Source: an optimization exercise on an open RTL-to-GDS flow (aim: a short achievable clock period and few clock cycles). Production flows keep margins and buffers that such runs may drop.
RTL that was checked went through simulation tests only; none was proved equivalent to the original.
Power is estimated from default activity; no workload was simulated.

==> inputs of nickel <==
// rv_core
module rv_core (
  input  logic          clk,
  input  logic          arst_n,
  output rv_pkg::word_t imem_addr,
  input  rv_pkg::word_t imem_data,
  output rv_pkg::word_t dmem_addr,
  output rv_pkg::word_t dmem_wdata,
  output logic          dmem_wr_en,
  output logic          dmem_rd_en,
  input  rv_pkg::word_t dmem_rdata,
  output logic          halt
);
Settings: LEC_CHECK=0, ABC_CLOCK_PERIOD_IN_PS=2500, CAP_MARGIN=40, CORE_MARGIN=2, CORE_UTILIZATION=40, SETUP_SLACK_MARGIN=5.0, SLEW_MARGIN=40, TNS_END_PERCENT=100; clock period 8.0 ns.
run.sh (not shown) runs the stock make flow with config.mk's settings and CLKGATE_MAP_FILE= SYNTH_SCRIPT=/design/flow/synth_recipe.tcl, a recipe that flattens the netlist after the stock synthesis.
==> xenon (differences from nickel) <==
--- a/flow/design.v
+++ b/flow/design.v
@@ -87,81 +87,86 @@
 `default_nettype wire
 `timescale 1ns/10ps
 `default_nettype none
 module rv_fetch (
   input  logic          clk,
   input  logic          arst_n,
   input  logic          redirect,      
   input  rv_pkg::pc_t   redirect_pc,
+  input  logic          kill,          
   input  logic          upd_en,        
   input  rv_pkg::pc_t   upd_pc,
   input  logic          upd_taken,
   output rv_pkg::word_t imem_addr,
   input  rv_pkg::word_t imem_data,
-  output rv_pkg::pc_t   pc,
-  output logic          pred,          
-  output rv_pkg::pc_t   target
+  output logic          if_valid,
+  output rv_pkg::pc_t   if_pc,
+  output rv_pkg::word_t if_instr,
+  output logic          if_pred,       
+  output rv_pkg::pc_t   if_target
 );
+  rv_pkg::pc_t pc;
   rv_pkg::pc_t pc_next;
+  rv_pkg::pc_t target;
   logic [255:0] seen;
-  logic        u_en;          
-  rv_pkg::pc_t u_pc;
-  logic        u_taken;
   logic [255:0] last;
   logic        is_branch;
   logic        same_regs;
   logic [2:0]  f3;
   logic        stat_pred;
+  logic        pred;
   assign imem_addr = {22'b0, pc, 2'b00};
   assign target    = pc + {imem_data[29:25], imem_data[11:9]};
   assign is_branch = (imem_data[6:0] == rv_pkg::OPC_BRANCH);
   assign same_regs = (imem_data[19:15] == imem_data[24:20]);
   assign f3        = imem_data[14:12];
   always_comb
   begin
     if (imem_data[31])
       stat_pred = 1'b1;
     else if (same_regs)
       stat_pred = (f3 == 3'b000) || (f3[2] && f3[0]);
     else
       stat_pred = f3[0];
   end
-  assign pred = is_branch && (seen[pc] ? last[pc] : stat_pred);
+  assign pred = seen[pc] ? last[pc] : stat_pred;
   always_comb
   begin
     if (redirect)
       pc_next = redirect_pc;
-    else if (pred)
+    else if (is_branch && pred)
       pc_next = target;
     else
       pc_next = pc + 1'b1;
   end
   always_ff @(posedge clk or negedge arst_n)
   begin
     if (!arst_n)
     begin
-      pc   <= '0;
-      seen <= '0;
-      u_en <= 1'b0;
+      pc       <= '0;
+      if_valid <= 1'b0;
+      seen     <= '0;
     end
     else
     begin
-      pc   <= pc_next;
-      u_en <= upd_en;
-      if (u_en)
-        seen[u_pc] <= 1'b1;
+      pc       <= pc_next;
+      if_valid <= !kill;
+      if (upd_en)
+        seen[upd_pc] <= 1'b1;
     end
   end
   always_ff @(posedge clk)
   begin
-    u_pc    <= upd_pc;
-    u_taken <= upd_taken;
-    if (u_en)
-      last[u_pc] <= u_taken;
+    if (upd_en)
+      last[upd_pc] <= upd_taken;
+    if_pc     <= pc;
+    if_instr  <= imem_data;
+    if_pred   <= is_branch && pred;
+    if_target <= target;
   end
 endmodule
 `default_nettype wire
 `timescale 1ns/10ps
 `default_nettype none
 module rv_decode (
   input  rv_pkg::word_t instr,
   output logic          wen,
@@ -317,22 +322,23 @@
   input  rv_pkg::word_t imem_data,
   output rv_pkg::word_t dmem_addr,
   output rv_pkg::word_t dmem_wdata,
   output logic          dmem_wr_en,
   output logic          dmem_rd_en,
   input  rv_pkg::word_t dmem_rdata,
   output logic          halt
 );
-  rv_pkg::pc_t       pc;
-  logic              f_pred;
-  rv_pkg::pc_t       f_target;
+  logic              if_valid;
+  rv_pkg::pc_t       if_pc;
+  rv_pkg::word_t     if_instr;
+  logic              if_pred;
+  rv_pkg::pc_t       if_target;
   rv_pkg::reg_addr_t rs1;
   rv_pkg::reg_addr_t rs2;
-  rv_pkg::reg_addr_t rd;
   rv_pkg::word_t     rs1_data;
   rv_pkg::word_t     rs2_data;
   logic              d_wen, d_load, d_store, d_branch, d_stop, d_use_imm;
   rv_pkg::word_t     d_imm;
   logic              d_sub, d_arith, d_add, d_sll, d_sr, d_slt, d_sltu;
   logic              d_xor, d_or, d_and, d_b;
   logic              e_valid;
   logic              e_wen, e_load, e_store, e_branch, e_stop, e_use_imm;
@@ -346,42 +352,42 @@
   rv_pkg::word_t     e_rs1_data;
   rv_pkg::word_t     e_rs2_data;
   logic              e_fa_alu, e_fa_ld, e_fb_alu, e_fb_ld;
   rv_pkg::word_t     x_result;
   rv_pkg::word_t     x_store_data;
   logic              x_taken;
   logic              x_wrong;
   logic              mispredict;
+  logic              e_act;         
   logic              e_fwd;         
   logic              kill;
   logic              m_wen, m_load, m_store;
   rv_pkg::reg_addr_t m_rd;
   rv_pkg::word_t     m_result;
   rv_pkg::word_t     m_wdata;
   rv_pkg::word_t     wb_data;
+  assign e_act      = e_valid;
   assign mispredict = e_valid && e_branch && x_wrong;
   assign kill       = mispredict || (e_valid && e_stop) || halt;
   rv_fetch i_fetch (
     .clk, .arst_n,
     .redirect    (mispredict),
     .redirect_pc (e_alt_pc),
+    .kill,
     .upd_en      (e_valid && e_branch),
     .upd_pc      (e_pc),
     .upd_taken   (x_taken),
     .imem_addr, .imem_data,
-    .pc,
-    .pred        (f_pred),
-    .target      (f_target)
+    .if_valid, .if_pc, .if_instr, .if_pred, .if_target
   );
-  assign rs1 = imem_data[19:15];
-  assign rs2 = imem_data[24:20];
-  assign rd  = imem_data[11:7];
+  assign rs1 = if_instr[19:15];
+  assign rs2 = if_instr[24:20];
   rv_decode i_decode (
-    .instr     (imem_data),
+    .instr     (if_instr),
     .wen       (d_wen),
     .is_load   (d_load),
     .is_store  (d_store),
     .is_branch (d_branch),
     .is_stop   (d_stop),
     .use_imm   (d_use_imm),
     .imm       (d_imm),
     .sub       (d_sub),
@@ -405,65 +411,65 @@
   begin
     if (!arst_n)
     begin
       e_valid <= 1'b0;
       halt    <= 1'b0;
     end
     else
     begin
-      e_valid <= !kill;
+      e_valid <= if_valid && !kill;
       if ((e_valid && e_stop) ||
-          (d_stop && !kill && !(e_valid && (e_load || e_store))))
+          (if_valid && d_stop && !kill && !(e_valid && (e_load || e_store))))
         halt <= 1'b1;
     end
   end
   always_ff @(posedge clk)
   begin
     e_wen         <= d_wen;
     e_load        <= d_load;
     e_store       <= d_store;
     e_branch      <= d_branch;
     e_stop        <= d_stop;
     e_use_imm     <= d_use_imm;
-    e_rd          <= rd;
+    e_rd          <= if_instr[11:7];
     e_imm         <= d_imm;
     e_sub         <= d_sub;
     e_arith       <= d_arith;
     e_add         <= d_add;
     e_sll         <= d_sll;
     e_sr          <= d_sr;
     e_slt         <= d_slt;
     e_sltu        <= d_sltu;
     e_xor         <= d_xor;
     e_or          <= d_or;
     e_and         <= d_and;
     e_b           <= d_b;
-    e_br_lt       <= imem_data[14];
-    e_br_unsigned <= imem_data[13];
-    e_br_inv      <= imem_data[12];
-    e_br_flip     <= imem_data[12] ^ f_pred;
-    e_pc          <= pc;
-    e_alt_pc      <= f_pred ? (pc + 1'b1) : f_target;
+    e_br_lt       <= if_instr[14];
+    e_br_unsigned <= if_instr[13];
+    e_br_inv      <= if_instr[12];
+    e_br_flip     <= if_instr[12] ^ if_pred;
+    e_pc          <= if_pc;
+    e_alt_pc      <= if_pred ? (if_pc + 1'b1) : if_target;
     e_rs1_data    <= rs1_data;
     e_rs2_data    <= rs2_data;
     e_fa_alu      <= e_fwd && !e_load && (e_rd == rs1);
     e_fa_ld       <= e_fwd &&  e_load && (e_rd == rs1);
     e_fb_alu      <= e_fwd && !e_load && (e_rd == rs2);
     e_fb_ld       <= e_fwd &&  e_load && (e_rd == rs2);
   end
   rv_execute i_execute (
     .rs1_data    (e_rs1_data),
     .rs2_data    (e_rs2_data),
     .fa_alu      (e_fa_alu),
     .fa_ld       (e_fa_ld),
     .fb_alu      (e_fb_alu),
     .fb_ld       (e_fb_ld),
     .mem_result  (m_result),
-    .dmem_rdata  (dmem_rdata),
+    .dmem_rdata,
     .use_imm     (e_use_imm),
     .imm         (e_imm),
     .sub         (e_sub),
     .arith       (e_arith),
     .sel_add     (e_add),
     .sel_sll     (e_sll),
     .sel_sr      (e_sr),
     .sel_slt     (e_slt),
Settings changed: CAP_MARGIN 40 to 20, SLEW_MARGIN 40 to 20.
==> results.txt <==
- Design area: xenon is larger than nickel (about 0.6%).
- In nickel the clock skew is higher than in xenon, by 12 ps.
- Of nickel and xenon, xenon has the higher non-clock buffer count (gap 5).
- Against nickel, the count of clock-buffer cells in the layout of xenon is higher by 5.
- Between nickel and xenon, the lower critical path depth is in xenon (gap 1).
- In nickel the sequential power is lower than in xenon, by about 4%.
- Global-route usage is about the same in nickel and xenon.
- In xenon the final cell count is larger than in nickel, by 1.7%.
- Between xenon and nickel, the lower wire length is in nickel (gap 1.4%, measured against nickel).
- Worst hold slack: xenon is higher than nickel (45 ps).
Testbench counts of nickel, summed over its fixed seeds: cycles 40,498.
For xenon, only the layout was checked, not whether the RTL still works.

[static timing again, ports no longer ideal]
How much do the figures lean on ideal ports? The routed layouts below were timed once more, with nothing changed but the port constraints. Step 1 (the two cells are an assumption about what drives the block):
set clk [get_ports {clk}]
set_driving_cell -lib_cell sky130_fd_sc_hd__clkbuf_16 $clk
set_driving_cell -lib_cell sky130_fd_sc_hd__buf_2 [delete_from_list [all_inputs] $clk]
Step 2 adds t to the input delays and takes it off the output delays; t is the mean of the earliest and latest rising clock arrival at the registers after step 1. Input paths then give back, and output paths get back, about the clock's delay inside the block. a / b / c = ideal ports / drivers / drivers and shift; a / b = the first two.
run | t, ns | setup slack, ns | worst setup path at the end | clock arrival spread, ns | worst register clock-pin slew, ns
nickel | 0.932 | 4.070 / 4.077 / 3.145 | input to register | 0.071 / 0.071 | 0.07 / 0.07
xenon | 0.912 | 3.861 / 3.914 / 3.002 | input to register | 0.052 / 0.051 | 0.07 / 0.07
After both steps every run listed still meets setup and hold. The setup slack of nickel, which loses most, moves by +0.007 ns with the drivers and by -0.925 ns with both steps.
